What follows belongs to an exercise in optimizing a design on an open flow for small area; a production flow would make more cautious choices.
Function was checked by simulation only, so behaviour that the tests miss may differ from the original.
Power is estimated from default activity; no workload was simulated.

==> inputs of lagoon <==
// cnn_accel_top
module cnn_accel_top #(
    parameter int NUM_RESULTS = 16
) (
    input  logic       clk,
    input  logic       reset,
    input  logic       start_i,
    input  logic       weight_valid_i,
    input  logic [7:0] weight_data_i,
    input  logic       line_valid_i,
    input  logic [7:0] line_data_i,
    output logic       result_valid_o,
    output logic [7:0] result_data_o,
    output logic       done_o
);
Settings: LEC_CHECK=0, CAP_MARGIN=20, CORE_MARGIN=2, CORE_UTILIZATION=65, CTS_BUF_LIST=sky130_fd_sc_hd__clkbuf_8, SLEW_MARGIN=20, SYNTH_HIERARCHICAL=1; clock period 5.5 ns.
standard.sh (not shown) runs the stock make flow with config.mk's settings and CLKGATE_MAP_FILE= SYNTH_SCRIPT=/design/flow/synth_recipe.tcl, a recipe that flattens the netlist after the stock synthesis.
==> flow/flow/run.sh <==
#!/bin/bash
# Layout flow: the standard ORFS flow (standard.sh, synthesis unchanged) with
#  - port buffers of the smallest buffer cell,
#  - clock tree synthesis without dummy loads,

# The full make output goes to flow_make.log in the work folder; ORFS keeps each
# tool's own log under orfs/logs/.
set -euo pipefail
export BUFFER_PORTS_ARGS="-buffer_cell sky130_fd_sc_hd__buf_1"
export CTS_ARGS="-sink_clustering_enable -repair_clock_nets -dont_use_dummy_load -buf_list sky130_fd_sc_hd__clkbuf_8"
bash standard.sh > flow_make.log 2>&1
==> pepper (differences from lagoon) <==
--- a/flow/design.v
+++ b/flow/design.v
@@ -43,80 +43,65 @@
     input  logic [7:0] weight_data_i,
     input  logic       line_valid_i,
     input  logic [7:0] line_data_i,
     output logic       result_valid_o,
     output logic [7:0] result_data_o,
     output logic       done_o
 );
-    logic         w_q;           
-    logic         l_q;           
+    localparam logic [1:0] IDLE         = 2'd0;
+    localparam logic [1:0] LOAD_WEIGHTS = 2'd1;
+    localparam logic [1:0] LOAD_LINE    = 2'd2;
+    logic [1:0]   state_q;
     logic [3:0]   elem_cnt_q;    
-    logic [1:0]   ph_q;          
-    logic [2:0]   rnd_q;         
+    logic [4:0]   post_q;        
     logic [127:0] wsr_q;         
     logic [7:0]   line_q;        
     logic         mac_q;         
     logic         first_q;       
     logic [7:0]   lo_n_q;        
     logic [7:0]   hs_n_q;        
     logic [7:1]   hc_n_q;        
     logic [7:0]   hold_lo_n_q;   
     logic [7:0]   hold_hi_n_q;   
     logic weight_take;
     logic line_take;
     logic last_elem;
-    logic last_line;
     logic first_mac;
     logic split_mac;
-    logic rnd0;                  
-    logic quiet;
-    assign weight_take = w_q && weight_valid_i;
-    assign line_take   = l_q && line_valid_i;
+    assign weight_take = (state_q == LOAD_WEIGHTS) && weight_valid_i;
+    assign line_take   = (state_q == LOAD_LINE) && line_valid_i;
     assign last_elem   = (elem_cnt_q == 4'd15);
-    assign last_line   = line_take && last_elem;
-    assign rnd0        = !rnd_q[2] && !rnd_q[0];
-    assign quiet       = rnd_q[2] && !rnd_q[1];
     always_ff @(posedge clk or posedge reset) begin
         if (reset) begin
-            w_q <= 1'b0;
-            l_q <= 1'b0;
+            state_q <= IDLE;
         end else begin
-            if (!w_q && !l_q && start_i && !(rnd0 && ph_q == 2'd0)) begin
-                w_q <= 1'b1;
-            end else if (weight_take && last_elem) begin
-                w_q <= 1'b0;
-            end
-            if (weight_take && last_elem) begin
-                l_q <= 1'b1;
-            end else if (last_line) begin
-                l_q <= 1'b0;
-            end
-        end
-    end
-    always_ff @(posedge clk or posedge reset) begin
-        if (reset) begin
+            case (state_q)
+                IDLE:         if (start_i && post_q != 5'd1) state_q <= LOAD_WEIGHTS;
+                LOAD_WEIGHTS: if (weight_take && last_elem) state_q <= LOAD_LINE;
+                LOAD_LINE:    if (line_take && last_elem) state_q <= IDLE;
+                default:      state_q <= IDLE;
+            endcase
+        end
+    end
+    always_ff @(posedge clk) begin
+        if (state_q == IDLE) begin
             elem_cnt_q <= '0;
         end else if (weight_take || line_take) begin
             elem_cnt_q <= elem_cnt_q + 1'b1;
         end
     end
     always_ff @(posedge clk or posedge reset) begin
         if (reset) begin
-            rnd_q <= 3'b100;
-        end else if (last_line) begin
-            rnd_q <= 3'b000;
-        end else if (ph_q == 2'd3 && !quiet) begin
-            rnd_q <= {rnd_q[1:0], !rnd_q[2]};
-        end
-    end
-    always_ff @(posedge clk) begin
-        if (last_line) begin
-            ph_q <= 2'd0;
-        end else begin
-            ph_q <= ph_q + 1'b1;
+            post_q <= '0;
+        end else if (line_take && last_elem) begin
+            post_q <= 5'd1;
+        end else if (post_q == 5'd20) begin
+            post_q <= '0;
+        end else if (post_q != 5'd0) begin
+            post_q <= post_q + 1'b1;
         end
     end
     always_ff @(posedge clk) begin
         line_q  <= line_take ? line_data_i : 8'd0;
         mac_q   <= line_take;
         first_q <= line_take && (elem_cnt_q[2:0] == 3'd0);
     end
@@ -201,18 +186,18 @@
     end
     always_ff @(posedge clk) begin
         if (split_mac) begin
             hold_lo_n_q <= lo_n_q;
             hold_hi_n_q <= hi_n;
         end
     end
-    assign done_o         = rnd0 && ph_q == 2'd3;
-    assign result_valid_o = rnd_q[0] || rnd_q[1];
+    assign done_o         = (post_q == 5'd4);
+    assign result_valid_o = (post_q >= 5'd5) && (post_q <= 5'd20);
     always_comb begin
-        case (ph_q)
-            2'd0:    result_data_o = ~hold_lo_n_q;
-            2'd1:    result_data_o = ~lo_n_q;
-            2'd2:    result_data_o = ~hold_hi_n_q;
+        case (post_q[1:0])
+            2'd1:    result_data_o = ~hold_lo_n_q;
+            2'd2:    result_data_o = ~lo_n_q;
+            2'd3:    result_data_o = ~hold_hi_n_q;
             default: result_data_o = ~hi_n;
         endcase
     end
 endmodule
==> flow/run.sh (new file) <==
#!/bin/bash
# synth_recipe.tcl (not shown) runs the flow's synth.tcl, then flattens the netlist and writes it again
# the make line also repeats each setting of config.mk as NAME=value (left out here)
make -C /OpenROAD-flow-scripts/flow DESIGN_CONFIG=/design/flow/config.mk WORK_HOME=/design/flow/orfs CLKGATE_MAP_FILE= SYNTH_SCRIPT=/design/flow/synth_recipe.tcl finish
removed: flow/flow/run.sh
removed: flow/standard.sh
==> delta (differences from lagoon) <==
--- a/flow/design.v
+++ b/flow/design.v
@@ -43,80 +43,65 @@
     input  logic [7:0] weight_data_i,
     input  logic       line_valid_i,
     input  logic [7:0] line_data_i,
     output logic       result_valid_o,
     output logic [7:0] result_data_o,
     output logic       done_o
 );
-    logic         w_q;           
-    logic         l_q;           
+    localparam logic [1:0] IDLE         = 2'd0;
+    localparam logic [1:0] LOAD_WEIGHTS = 2'd1;
+    localparam logic [1:0] LOAD_LINE    = 2'd2;
+    logic [1:0]   state_q;
     logic [3:0]   elem_cnt_q;    
-    logic [1:0]   ph_q;          
-    logic [2:0]   rnd_q;         
+    logic [4:0]   post_q;        
     logic [127:0] wsr_q;         
     logic [7:0]   line_q;        
     logic         mac_q;         
     logic         first_q;       
     logic [7:0]   lo_n_q;        
     logic [7:0]   hs_n_q;        
     logic [7:1]   hc_n_q;        
     logic [7:0]   hold_lo_n_q;   
     logic [7:0]   hold_hi_n_q;   
     logic weight_take;
     logic line_take;
     logic last_elem;
-    logic last_line;
     logic first_mac;
     logic split_mac;
-    logic rnd0;                  
-    logic quiet;
-    assign weight_take = w_q && weight_valid_i;
-    assign line_take   = l_q && line_valid_i;
+    assign weight_take = (state_q == LOAD_WEIGHTS) && weight_valid_i;
+    assign line_take   = (state_q == LOAD_LINE) && line_valid_i;
     assign last_elem   = (elem_cnt_q == 4'd15);
-    assign last_line   = line_take && last_elem;
-    assign rnd0        = !rnd_q[2] && !rnd_q[0];
-    assign quiet       = rnd_q[2] && !rnd_q[1];
     always_ff @(posedge clk or posedge reset) begin
         if (reset) begin
-            w_q <= 1'b0;
-            l_q <= 1'b0;
+            state_q <= IDLE;
         end else begin
-            if (!w_q && !l_q && start_i && !(rnd0 && ph_q == 2'd0)) begin
-                w_q <= 1'b1;
-            end else if (weight_take && last_elem) begin
-                w_q <= 1'b0;
-            end
-            if (weight_take && last_elem) begin
-                l_q <= 1'b1;
-            end else if (last_line) begin
-                l_q <= 1'b0;
-            end
-        end
-    end
-    always_ff @(posedge clk or posedge reset) begin
-        if (reset) begin
+            case (state_q)
+                IDLE:         if (start_i && post_q != 5'd1) state_q <= LOAD_WEIGHTS;
+                LOAD_WEIGHTS: if (weight_take && last_elem) state_q <= LOAD_LINE;
+                LOAD_LINE:    if (line_take && last_elem) state_q <= IDLE;
+                default:      state_q <= IDLE;
+            endcase
+        end
+    end
+    always_ff @(posedge clk) begin
+        if (state_q == IDLE) begin
             elem_cnt_q <= '0;
         end else if (weight_take || line_take) begin
             elem_cnt_q <= elem_cnt_q + 1'b1;
         end
     end
     always_ff @(posedge clk or posedge reset) begin
         if (reset) begin
-            rnd_q <= 3'b100;
-        end else if (last_line) begin
-            rnd_q <= 3'b000;
-        end else if (ph_q == 2'd3 && !quiet) begin
-            rnd_q <= {rnd_q[1:0], !rnd_q[2]};
-        end
-    end
-    always_ff @(posedge clk) begin
-        if (last_line) begin
-            ph_q <= 2'd0;
-        end else begin
-            ph_q <= ph_q + 1'b1;
+            post_q <= '0;
+        end else if (line_take && last_elem) begin
+            post_q <= 5'd1;
+        end else if (post_q == 5'd20) begin
+            post_q <= '0;
+        end else if (post_q != 5'd0) begin
+            post_q <= post_q + 1'b1;
         end
     end
     always_ff @(posedge clk) begin
         line_q  <= line_take ? line_data_i : 8'd0;
         mac_q   <= line_take;
         first_q <= line_take && (elem_cnt_q[2:0] == 3'd0);
     end
@@ -201,18 +186,18 @@
     end
     always_ff @(posedge clk) begin
         if (split_mac) begin
             hold_lo_n_q <= lo_n_q;
             hold_hi_n_q <= hi_n;
         end
     end
-    assign done_o         = rnd0 && ph_q == 2'd3;
-    assign result_valid_o = rnd_q[0] || rnd_q[1];
+    assign done_o         = (post_q == 5'd4);
+    assign result_valid_o = (post_q >= 5'd5) && (post_q <= 5'd20);
     always_comb begin
-        case (ph_q)
-            2'd0:    result_data_o = ~hold_lo_n_q;
-            2'd1:    result_data_o = ~lo_n_q;
-            2'd2:    result_data_o = ~hold_hi_n_q;
+        case (post_q[1:0])
+            2'd1:    result_data_o = ~hold_lo_n_q;
+            2'd2:    result_data_o = ~lo_n_q;
+            2'd3:    result_data_o = ~hold_hi_n_q;
             default: result_data_o = ~hi_n;
         endcase
     end
 endmodule
==> flow/flow/run.sh (replaced) <==
#!/bin/bash
# Layout flow: the standard ORFS flow (standard.sh, synthesis unchanged) with
#  - port buffers of the smallest buffer cell,
#  - clock tree synthesis without dummy loads,

# The full make output goes to flow_make.log in the work folder; ORFS keeps each
# tool's own log under orfs/logs/.
set -euo pipefail
export BUFFER_PORTS_ARGS="-buffer_cell sky130_fd_sc_hd__buf_1"
export CTS_ARGS="-sink_clustering_enable -repair_clock_nets -dont_use_dummy_load -buf_list sky130_fd_sc_hd__clkbuf_8 -sink_clustering_size 18 -sink_clustering_max_diameter 60"
bash standard.sh > flow_make.log 2>&1
==> run summary <==
metric	lagoon	delta	pepper
Storage element area	5250 µm²	5240 µm²	5240 µm²
Global-route wire length before repair	17,600 µm	18,400 µm	18,700 µm
Worst path setup slack after routing	948 ps	861 ps	576 ps
Total length of routed wires	10,700 µm	11,200 µm	11,500 µm
Die area	12,900 µm²	13,300 µm²	13,300 µm²
Final standard cell utilization of the core	71.5%	71.0%	73.6%
Power dissipated in the clock network	0.656 mW	0.656 mW	0.804 mW
Flop+latch power	2.50 mW	2.19 mW	2.18 mW
Taps Inserted	143	168	168
Status	finished clean	finished clean	finished clean
Adder and majority cell fraction of the synthesized area	17.7%	17.2%	17.2%
Worst hold-check slack	403 ps	405 ps	418 ps
GRT Util Overall	18.5%	18.6%	19.1%
Number of standard cells in the layout, taps in and fillers out	646	714	728
Peak supply drop	0.405 mV	0.302 mV	0.345 mV
Fraction of the mapped netlist area in compound gates	2.33%	3.72%	3.72%
Met2 Wirelength	5100 µm	5450 µm	5820 µm
Critical Path Start	hc_n_q[1]$_DFF_P_	hs_n_q[1]$_DFF_P_	hc_n_q[1]$_DFF_P_
Power density of the placed cells	565 nW/µm²	425 nW/µm²	436 nW/µm²
Proportion of final cell area spent on non-clock buffers	1.64%	1.58%	3.69%
Area occupied by multi-input gates	2430 µm²	2680 µm²	2680 µm²
Number of non-clock buffers	33	33	32
Chip height	113 µm	115 µm	115 µm

-- separate check: timing with driven ports --
The flow's constraints put no driver on any port. The routed layouts listed below were extracted and timed again, unchanged, in two steps.
Step 1 assumes that a clkbuf_16 drives the clock port and a buf_2 every other input.
Step 2 times the ports against the registers' clock, not the clock port: input delays grow and output delays shrink by t, the midpoint of the rising clock arrivals with the driver on.
Three values: no drivers, after step 1, after step 2; two values: the first two.
run | shift t [ns] | slack for setup (ns) | hold WS [ns]
lagoon | 0.461 | 0.948 / 0.914 / 1.052 | 0.403 / 0.403 / 0.403
pepper | 0.472 | 0.576 / 0.540 / 0.979 | 0.418 / 0.418 / 0.418
delta | 0.474 | 0.861 / 0.825 / 1.006 | 0.405 / 0.405 / 0.405
After both steps setup and hold are still met in every run listed.
